This is an optimization exercise on Yosys and OpenROAD, whose aim is small area, a short achievable clock period and few clock cycles per item, not a production implementation.
The RTL was checked by simulation tests, not by an equivalence proof against the original design.
No activity file was given, so power comes from the tool's default toggle rates.

Design fp_add_top, start of the top module:
module fp_add_top (
    input  logic        sys_clk,
    input  logic        sys_rst_n,
    input  logic [31:0] data1_in,
    input  logic [31:0] data2_in,
    input  logic        op,
    input  logic        trig,
    output logic [31:0] data_out,
    output logic        vld
);
    logic        busy;
    logic        accept;
    logic [27:0] p_d, p_q;         
    logic [27:0] g_d, g_q;         
    logic [7:0]  e_d, e_q;         
    logic        sub_d, sub_q;     
    logic        s_d, s_q;         
    logic        nan_d, nan_q;     
    logic [31:0] result;
    assign accept = trig & ~busy;
    fp_add_stage1 u_s1 (
        .a   (data1_in),
        .b   (data2_in),
        .op  (op),
        .p   (p_d),
        .g   (g_d),
        .e   (e_d),
        .sub (sub_d),
        .s   (s_d),
        .nan (nan_d)
    );
    always_ff @(posedge sys_clk) begin
        p_q   <= p_d;
        g_q   <= g_d;
        e_q   <= e_d;
        sub_q <= sub_d;
        s_q   <= s_d;
        nan_q <= nan_d;
    end
    fp_add_stage2 u_s2 (
        .p      (p_q),
        .g      (g_q),
        .e      (e_q),
        .sub    (sub_q),
        .s      (s_q),
        .nan    (nan_q),
        .result (result)
    );
    always_ff @(posedge sys_clk or negedge sys_rst_n) begin
        if (!sys_rst_n) begin
            busy     <= 1'b0;
            vld      <= 1'b0;
            data_out <= '0;
        end else begin
            busy <= accept;
            vld  <= busy;
            if (busy) begin
                data_out <= result;
            end
        end
    end
endmodule
Settings: LEC_CHECK=0, ABC_AREA=1, CAP_MARGIN=20, CORE_MARGIN=2, CORE_UTILIZATION=40, SETUP_SLACK_MARGIN=1.4, SLEW_MARGIN=20; clock period 6.0 ns.
standard.sh (not shown) runs the stock make flow with config.mk's settings and CLKGATE_MAP_FILE= SYNTH_SCRIPT=/design/flow/synth_recipe.tcl, a recipe that flattens the netlist after the stock synthesis.
==> flow/flow/run.sh <==
#!/bin/bash
# Standard layout, with plain buffers on the ports instead of the delay
# cells the port buffering picks by default.
set -euo pipefail
bash standard.sh BUFFER_PORTS_ARGS="-buffer_cell sky130_fd_sc_hd__buf_1" SKIP_GATE_CLONING=1 finish > standard.log 2>&1
The first run ran to the end with no violations.
Testbench counts at the start, summed over its fixed seeds: cycles 16,000, items 8,000.
Change:
--- a/flow/config.mk
+++ b/flow/config.mk
@@ -11,3 +11,3 @@
 export CORE_UTILIZATION = 40
-export SETUP_SLACK_MARGIN = 1.4
+export SETUP_SLACK_MARGIN = 1.7
 export SLEW_MARGIN = 20
After rerunning: Worst setup slack is better by 200 ps; register-to-register slack is better by 250 ps; first-iteration DRC count grows slightly; cell area grows by a little under a tenth; total power grows by a few percent.
Change:
--- a/flow/config.mk
+++ b/flow/config.mk
@@ -11,3 +11,3 @@
 export CORE_UTILIZATION = 40
-export SETUP_SLACK_MARGIN = 1.7
+export SETUP_SLACK_MARGIN = 1.6
 export SLEW_MARGIN = 20
=> Via count went down by 3.0%. Clock-buffer cell count does not change. Total power decreases by 4.1%.
Change:
--- a/flow/config.mk
+++ b/flow/config.mk
@@ -11,3 +11,3 @@
 export CORE_UTILIZATION = 40
-export SETUP_SLACK_MARGIN = 1.6
+export SETUP_SLACK_MARGIN = 1.5
 export SLEW_MARGIN = 20
Result:
- clock power is about the same
- combinational power came out lower slightly
- clock-buffer cell count is unchanged

rev 12:
fp_add_top, a different RTL version from the one above (not shown whole).
Size: ~2,300 cells after synthesis, roughly 99 flip-flops, about 100 I/O pins, about 0.013 mm2 of cells after synthesis.
Settings: LEC_CHECK=0, ABC_AREA=1, CAP_MARGIN=20, CORE_MARGIN=2, CORE_UTILIZATION=40, SETUP_SLACK_MARGIN=1.4, SLEW_MARGIN=20; clock period 6.0 ns.
Scripts as last shown in full above: flow/flow/run.sh
Testbench counts of rev 12, summed over its fixed seeds: cycles 16,000, items 8,000.
Changes in rev 13 relative to rev 12:
Settings: SETUP_SLACK_MARGIN now 1.5, was 1.4.
==> flow/flow/run.sh <==
#!/bin/bash
# Standard layout with three changes:
#  - synthesis maps the logic with the ABC script in flow/abc_area.script;
#  - synthesis leaves the adders to ABC instead of extracting full and half
#    adder cells first (flow/synth_no_fa.py edits a copy of synth.tcl);
#    the registers are mapped before either step, so they are the standard
#    ones;
#  - plain buffers on the ports instead of the delay cells the port
#    buffering picks by default.
# Both script changes go into a copy of ORFS's scripts folder.
set -euo pipefail
here=$(pwd)
rm -rf "$here/scripts"
cp -r "$FLOW_HOME/scripts" "$here/scripts"
cp "$here/flow/abc_area.script" "$here/scripts/abc_area.script"
python3 "$here/flow/synth_no_fa.py" "$here/scripts/synth.tcl" > synth_no_fa.log 2>&1
bash standard.sh SCRIPTS_DIR="$here/scripts" \
    BUFFER_PORTS_ARGS="-buffer_cell sky130_fd_sc_hd__buf_1" finish > standard.log 2>&1
==> flow/flow/abc_area.script (new file) <==
strash
dch
map -a
topo
stime -c
buffer -c
upsize -c
dnsize -c
==> flow/flow/synth_no_fa.py (new file) <==
# Removes the full/half adder extraction from a copy of ORFS's synth.tcl.
import sys

path = sys.argv[1]
text = open(path).read()
old = """  # extract the full adders
  extract_fa {*}[dont_use_extract_fa_args]
  dont_use_lower_left_out_adders
  # map full adders
  techmap -map $::env(ADDER_MAP_FILE)
  techmap"""
if old not in text:
    sys.exit("adder extraction block not found in " + path)
open(path, "w").write(text.replace(old, "  techmap"))
print("removed adder extraction from", path)
Results
Rev 13 finished all stages; the layout is clean. Looking at layout overhead on the synthesized area, rev 13 sits 22 points higher than rev 12 does. Taking rev 12 as the reference, in rev 13 number of DRC markers in iteration 0 shows an increase of 403, worst setup slack saw a decrease, power now sits higher, wire length moved up, static power due to leakage moved down. Against rev 12 as the reference, rev 13 delivers a higher critical path depth. Rev 12 has a lower count of distinct cell types in the synthesized netlist than rev 13. Taking rev 13 as 1.0, rev 12 lands at 1.06 on die width. When rev 13 is set beside rev 12, its cell count turns out to be 118 smaller. When the final numbers for rev 12 and rev 13 were put side by side, the area fraction in compound gates after synthesis turned out to be smaller in rev 12.

Setup of trial 34:
Starting RTL as in the previous note.
export LEC_CHECK = 0
export ABC_AREA = 1
export CAP_MARGIN = 20
export CORE_MARGIN = 2
export CORE_UTILIZATION = 40
export SETUP_SLACK_MARGIN = 1.5
export SLEW_MARGIN = 20
create_clock -name core_clock -period 6.0 [get_ports {sys_clk}]
==> flow/flow/run.sh <==
#!/bin/bash
# Standard layout, with plain buffers on the ports instead of the delay
# cells the port buffering picks by default.
set -euo pipefail
bash standard.sh BUFFER_PORTS_ARGS="-buffer_cell sky130_fd_sc_hd__buf_1" SKIP_GATE_CLONING=1 finish > standard.log 2>&1
Every stage of the flow completed for trial 34, and the final layout passed the timing, DRC and antenna checks.
Testbench counts of trial 34, summed over its fixed seeds: cycles 16,000, items 8,000.
Input changes introduced in trial 85 (baseline for comparison: trial 34):
==> flow/flow/run.sh <==
#!/bin/bash
# Standard layout with two changes:
#  - synthesis maps the logic with the ABC script in flow/abc_area.script
#    (a copy of ORFS's scripts folder with only that file replaced); the
#    registers are mapped before ABC runs, so they are the standard ones;
#  - plain buffers on the ports instead of the delay cells the port
#    buffering picks by default.
set -euo pipefail
here=$(pwd)
rm -rf "$here/scripts"
cp -r "$FLOW_HOME/scripts" "$here/scripts"
cp "$here/flow/abc_area.script" "$here/scripts/abc_area.script"
bash standard.sh SCRIPTS_DIR="$here/scripts" \
    BUFFER_PORTS_ARGS="-buffer_cell sky130_fd_sc_hd__buf_1" finish > standard.log 2>&1
==> flow/flow/abc_area.script (new file) <==
strash
dch
map -a
topo
stime -c
buffer -c
upsize -c
dnsize -c
[summary]
- Trial 85 ended up with a lower final cell count than trial 34 did.
- The initial detailed-routing violation count of trial 85 is lower than that of trial 34.
- Trial 85 vs trial 34: number of vias after detailed routing down by a few percent
- The total length of routed met2 wires reported for trial 85 is smaller than that of trial 34 by about 1%.

The RTL this note starts from:
==> flow/design.v <==
`timescale 1ns/1ps
module fp_prefix_add #(
    parameter int W = 28,
    parameter int L = 5            
) (
    input  logic [W-1:0] a,
    input  logic [W-1:0] b,
    input  logic         cin,
    output logic [W-1:0] s
);
    logic [W-1:0] p, g, gg, gp;
    assign p = a ^ b;
    assign g = a & b;
    always_comb begin
        gg    = g;
        gp    = p;
        gg[0] = g[0] | (p[0] & cin);
        for (int l = 0; l < L; l++) begin
            for (int i = 0; i < W; i++) begin
                if (i[l]) begin
                    gg[i] = gg[i] | (gp[i] & gg[((i >> l) << l) - 1]);
                    gp[i] = gp[i] & gp[((i >> l) << l) - 1];
                end
            end
        end
    end
    assign s = p ^ {gg[W-2:0], cin};
endmodule
module fp_prefix_and #(
    parameter int W = 24,
    parameter int L = 5            
) (
    input  logic [W-1:0] a,
    output logic [W-1:0] y
);
    always_comb begin
        y = a;
        for (int l = 0; l < L; l++) begin
            for (int i = 0; i < W; i++) begin
                if (i[l]) begin
                    y[i] = y[i] & y[((i >> l) << l) - 1];
                end
            end
        end
    end
endmodule
`timescale 1ns/1ps
module fp_add_stage1 (
    input  logic [31:0] a,
    input  logic [31:0] b,
    input  logic        op,
    output logic [24:0] x,         
    output logic [27:0] y,         
    output logic [7:0]  e,
    output logic        sub,
    output logic        s,
    output logic        inf,
    output logic        nan
);
    logic [7:0]  ea, eb;
    logic [22:0] fa, fb;
    logic        sa, sb;
    logic        za, zb;
    logic [23:0] ma, mb;
    logic        maxa, maxb;
    logic        nan_a, nan_b, inf_a, inf_b;
    logic        a_lt;
    logic [8:0]  dab, dba;
    logic [7:0]  shift;
    logic [23:0] big_m;
    logic [23:0] small_m;
    logic [25:0] y_sh;
    logic [23:0] lost;
    logic        sticky;
    logic        far;
    assign sa = a[31];
    assign sb = b[31] ^ op;
    assign ea = a[30:23];
    assign eb = b[30:23];
    assign fa = a[22:0];
    assign fb = b[22:0];
    assign za = (ea == 8'd0);
    assign zb = (eb == 8'd0);
    assign ma = za ? 24'd0 : {1'b1, fa};
    assign mb = zb ? 24'd0 : {1'b1, fb};
    assign maxa  = (ea == 8'hFF);
    assign maxb  = (eb == 8'hFF);
    assign nan_a = maxa & (fa != 23'd0);
    assign nan_b = maxb & (fb != 23'd0);
    assign inf_a = maxa & (fa == 23'd0);
    assign inf_b = maxb & (fb == 23'd0);
    assign sub  = sa ^ sb;
    assign a_lt = {ea, fa} < {eb, fb};
    assign nan = nan_a | nan_b | (inf_a & inf_b & sub);
    assign inf = inf_a | inf_b;
    assign s   = inf ? (inf_a ? sa : sb) : (a_lt ? sb : sa);
    assign dab   = {1'b0, ea} - {1'b0, eb};
    assign dba   = {1'b0, eb} - {1'b0, ea};
    assign shift = dab[8] ? dba[7:0] : dab[7:0];
    assign big_m   = a_lt ? mb : ma;
    assign small_m = a_lt ? ma : mb;
    assign e       = a_lt ? eb : ea;
    assign far = shift[7:5] != 3'd0;
    always_comb begin
        for (int j = 0; j < 24; j++) begin
            lost[j] = far | (shift[4:0] > 5'(j + 2));
        end
    end
    assign y_sh   = far ? 26'd0 : ({small_m, 2'b00} >> shift[4:0]);
    assign sticky = |(small_m & lost);
    assign x = sub ? {big_m, 1'b0} : {1'b0, big_m};
    assign y = sub ? ~{y_sh, sticky, 1'b0} : {1'b0, y_sh, sticky};
endmodule
`timescale 1ns/1ps
module fp_add_stage2 (
    input  logic [24:0] x,
    input  logic [27:0] y,
    input  logic [7:0]  e,
    input  logic        sub,
    input  logic        s,
    input  logic        inf,
    input  logic        nan,
    output logic [31:0] result
);
    logic [27:0] sum;
    logic        top;              
    logic        rnd_t, rnd_u;     
    logic [24:0] ones;             
    logic [23:0] inc_t, inc_u;     
    logic        cy_t, cy_u;       
    logic [22:0] f_frac;
    logic        f_cy;
    logic [9:0]  f_exp;
    logic        f_ovf, f_unf;
    logic        near;
    logic [4:0]  lz;
    logic [25:0] n_sh;
    logic [9:0]  n_exp;
    fp_prefix_add #(.W(28)) u_add (
        .a   ({x, 3'b000}),
        .b   (y),
        .cin (sub),
        .s   (sum)
    );
    assign top   = sum[27];
    assign rnd_t = sum[3] & (sum[4] | sum[2] | sum[1] | sum[0]);
    assign rnd_u = sum[2] & (sum[3] | sum[1] | sum[0]);
    logic [23:0] ones4;            
    fp_prefix_and #(.W(24)) u_ones (
        .a (sum[27:4]),
        .y (ones4)
    );
    assign ones[0] = sum[3];
    assign ones[24:1] = ones4 & {24{sum[3]}};
    always_comb begin
        inc_t[0] = sum[4] ^ rnd_t;
        inc_u[0] = sum[3] ^ rnd_u;
        for (int k = 1; k < 24; k++) begin
            inc_t[k] = sum[k+4] ^ (rnd_t & ones4[k-1]);
            inc_u[k] = sum[k+3] ^ (rnd_u & ones[k-1]);
        end
    end
    assign cy_t = rnd_t & ones4[23];
    assign cy_u = rnd_u & ones[23];
    assign f_frac = top ? inc_t[22:0] : inc_u[22:0];
    assign f_cy   = top ? cy_t : cy_u;
    logic [9:0] eb0, eb1, eb2;
    logic [2:0] ov, un;
    assign eb0 = {2'b00, e} - {9'd0, sub};
    assign eb1 = eb0 + 10'd1;
    assign eb2 = eb0 + 10'd2;
    assign ov  = {eb2 >= 10'd255, eb1 >= 10'd255, eb0 >= 10'd255};
    assign un  = {eb2 == 10'd0, eb1 == 10'd0, (eb0 == 10'd0) | eb0[9]};
    always_comb begin
        case ({top, f_cy})
            2'b00:   begin f_exp = eb0; f_ovf = ov[0]; f_unf = un[0]; end
            2'b11:   begin f_exp = eb2; f_ovf = ov[2]; f_unf = un[2]; end
            default: begin f_exp = eb1; f_ovf = ov[1]; f_unf = un[1]; end
        endcase
    end
    assign near = ~(sum[27] | sum[26]);
    logic [31:0] lz_in;
    logic [15:0] v1;
    logic [7:0]  v2;
    logic [3:0]  v3;
    logic [1:0]  v4;
    logic [15:0] z1;
    logic [15:0] z2;
    logic [11:0] z3;
    logic [7:0]  z4;
    assign lz_in = {sum[25:0], 6'b111111};
    always_comb begin
        for (int g = 0; g < 16; g++) begin
            v1[g] = lz_in[2*g+1] | lz_in[2*g];
            z1[g] = ~lz_in[2*g+1];
        end
        for (int g = 0; g < 8; g++) begin
            v2[g]          = v1[2*g+1] | v1[2*g];
            z2[2*g+1]      = ~v1[2*g+1];
            z2[2*g]        = v1[2*g+1] ? z1[2*g+1] : z1[2*g];
        end
        for (int g = 0; g < 4; g++) begin
            v3[g]          = v2[2*g+1] | v2[2*g];
            z3[3*g+2]      = ~v2[2*g+1];
            z3[3*g+:2]     = v2[2*g+1] ? z2[4*g+2+:2] : z2[4*g+:2];
        end
        for (int g = 0; g < 2; g++) begin
            v4[g]          = v3[2*g+1] | v3[2*g];
            z4[4*g+3]      = ~v3[2*g+1];
            z4[4*g+:3]     = v3[2*g+1] ? z3[6*g+3+:3] : z3[6*g+:3];
        end
        lz = v4[1] ? {1'b0, z4[7:4]} : {1'b1, z4[3:0]};
    end
    assign n_sh  = sum[25:0] << lz;
    assign n_exp = {2'b00, e} - 10'd2 - {5'd0, lz};
    logic [25:0] n_win;
    logic        n_unf;
    always_comb begin
        for (int i = 0; i < 26; i++) begin
            n_win[i] = ({2'b00, e} > 10'(27 - i));
        end
    end
    assign n_unf = ~|(sum[25:0] & n_win);
    always_comb begin
        if (nan) begin
            result = 32'hFFFF_FFFF;
        end else if (inf) begin
            result = {s, 8'hFF, 23'd0};
        end else if (near) begin
            if (sum[25:0] == 26'd0) begin
                result = 32'd0;
            end else if (n_unf) begin
                result = {s, 31'd0};
            end else begin
                result = {s, n_exp[7:0], n_sh[24:2]};
            end
        end else if (f_ovf) begin
            result = {s, 8'hFF, 23'd0};
        end else if (f_unf) begin
            result = {s, 31'd0};
        end else begin
            result = {s, f_exp[7:0], f_frac};
        end
    end
endmodule
`timescale 1ns/1ps
module fp_add_top (
    input  logic        sys_clk,
    input  logic        sys_rst_n,
    input  logic [31:0] data1_in,
    input  logic [31:0] data2_in,
    input  logic        op,
    input  logic        trig,
    output logic [31:0] data_out,
    output logic        vld
);
    logic        busy;
    logic        accept;
    logic [24:0] x_d, x_q;         
    logic [27:0] y_d, y_q;         
    logic [7:0]  e_d, e_q;         
    logic        sub_d, sub_q;     
    logic        s_d, s_q;         
    logic        inf_d, inf_q;     
    logic        nan_d, nan_q;     
    logic [31:0] result;
    assign accept = trig & ~busy;
    fp_add_stage1 u_s1 (
        .a   (data1_in),
        .b   (data2_in),
        .op  (op),
        .x   (x_d),
        .y   (y_d),
        .e   (e_d),
        .sub (sub_d),
        .s   (s_d),
        .inf (inf_d),
        .nan (nan_d)
    );
    always_ff @(posedge sys_clk) begin
        x_q   <= x_d;
        y_q   <= y_d;
        e_q   <= e_d;
        sub_q <= sub_d;
        s_q   <= s_d;
        inf_q <= inf_d;
        nan_q <= nan_d;
    end
    fp_add_stage2 u_s2 (
        .x      (x_q),
        .y      (y_q),
        .e      (e_q),
        .sub    (sub_q),
        .s      (s_q),
        .inf    (inf_q),
        .nan    (nan_q),
        .result (result)
    );
    always_ff @(posedge sys_clk or negedge sys_rst_n) begin
        if (!sys_rst_n) begin
            busy     <= 1'b0;
            vld      <= 1'b0;
            data_out <= '0;
        end else begin
            busy <= accept;
            vld  <= busy;
            if (busy) begin
                data_out <= result;
            end
        end
    end
endmodule
Settings: LEC_CHECK=0, ABC_AREA=1, CAP_MARGIN=20, CORE_MARGIN=2, CORE_UTILIZATION=40, SETUP_SLACK_MARGIN=1.75, SLEW_MARGIN=20; clock period 6.0 ns.
==> flow/flow/run.sh <==
#!/bin/bash
# Standard layout, with plain buffers on the ports instead of the delay
# cells the port buffering picks by default.
set -euo pipefail
bash standard.sh BUFFER_PORTS_ARGS="-buffer_cell sky130_fd_sc_hd__buf_1" finish > standard.log 2>&1
The first run finished with timing, DRC and antenna clean.
Testbench counts at the start, summed over its fixed seeds: cycles 16,000, items 8,000.
Edit:
==> flow/flow/run.sh (replaced) <==
#!/bin/bash
# Standard layout, with plain buffers on the ports instead of the delay
# cells the port buffering picks by default.
set -euo pipefail
bash standard.sh BUFFER_PORTS_ARGS="-buffer_cell sky130_fd_sc_hd__buf_1" SKIP_GATE_CLONING=1 finish > standard.log 2>&1
- SETUP_SLACK_MARGIN: 1.75 -> 1.3
=>
- final area drops by 6.0%
- power drops by 6.3%
- clock skew stays flat
- area after synthesis is unchanged
- setup slack is worse by 0.19 ns
- maximum frequency drops by 4.3%
- worst hold slack is better by 0.0040 ns
- wire length drops by 4.0%
Edit:
==> flow/flow/run.sh (replaced) <==
#!/bin/bash
# Standard layout, with plain buffers on the ports instead of the delay
# cells the port buffering picks by default.
set -euo pipefail
bash standard.sh BUFFER_PORTS_ARGS="-buffer_cell sky130_fd_sc_hd__buf_1" finish > standard.log 2>&1
- SETUP_SLACK_MARGIN: 1.3 -> 1.5
- die area does not change
- power rose by a few percent
- sequential share of layout area fell by 0.32 points
- clock skew hardly moves
- critical path depth fell by 2
- wire length fell slightly
- setup slack is better by 0.17 ns
- combinational power rose by a few percent
- via count rose slightly
- cell count rose slightly
- non-clock buffer count rose by 17
Edit:
==> flow/flow/run.sh (replaced) <==
#!/bin/bash
# Standard layout, with plain buffers on the ports instead of the delay
# cells the port buffering picks by default.
set -euo pipefail
bash standard.sh BUFFER_PORTS_ARGS="-buffer_cell sky130_fd_sc_hd__buf_1" SKIP_GATE_CLONING=1 finish > standard.log 2>&1
- SETUP_SLACK_MARGIN: 1.5 -> 1.6
After rerunning: The new run ran to the end with no violations. Total power came out lower by 0.76%. Cell count hardly moves. Wire length went up by 1.5%. Non-clock buffer count decreases by 2. Setup slack loses 0.036 ns. Count of clock-buffer cells in the layout came out lower by 1. Global-route usage goes up by 0.37 points. Fmax shrinks by 0.81%. Hold slack is about the same. Area after synthesis is unchanged. Design area rose by 0.58%.

-- port drivers added, routing unchanged --
No port has a modelled driver above. Below, the same layouts with a new extraction and two added sets of constraints.
Step 1: set_driving_cell puts a clkbuf_16 on sys_clk and a buf_2 on each other input, an assumption about the parent block.
Step 2 moves the port delays by t, midway between the first and last clock arrival at a register: inputs arrive t later, outputs are due t later. That takes back most of the time a late clock gives input paths.
a / b / c = no drivers / after step 1 / after step 2; a / b = the first two.
run	t, ns	setup WS [ns]	latest minus earliest clock arrival (ns)	worst slew at a driven data input, ns	cell pins on the clock port's net
the first run of note 1	0.405	1.580 / 1.613 / 1.207	0.014 / 0.013	0.04	1
the second run of note 1	0.415	1.779 / 1.809 / 1.394	0.017 / 0.017	0.03	1
the third run of note 1	0.401	1.738 / 1.767 / 1.365	0.016 / 0.015	0.04	1
the fourth run of note 1	0.405	1.689 / 1.720 / 1.314	0.015 / 0.015	0.04	1
rev 12	0.405	1.517 / 1.517 / 1.274	0.010 / 0.010	0.05	1
rev 13	0.413	1.347 / 1.347 / 1.045	0.025 / 0.025	0.05	1
trial 34	0.409	1.669 / 1.669 / 1.343	0.017 / 0.016	0.05	1
trial 85	0.413	1.354 / 1.354 / 1.018	0.012 / 0.013	0.05	1
the first run of note 4	0.408	1.671 / 1.671 / 1.455	0.014 / 0.015	0.04	1
the second run of note 4	0.409	1.479 / 1.479 / 1.225	0.017 / 0.017	0.05	1
the third run of note 4	0.407	1.644 / 1.644 / 1.338	0.016 / 0.015	0.05	1
the fourth run of note 4	0.405	1.608 / 1.608 / 1.391	0.014 / 0.014	0.04	1
After both steps every run listed still meets setup and hold. The setup slack of the second run of note 1, which loses most, moves by +0.030 ns with the drivers and by -0.385 ns with both steps.
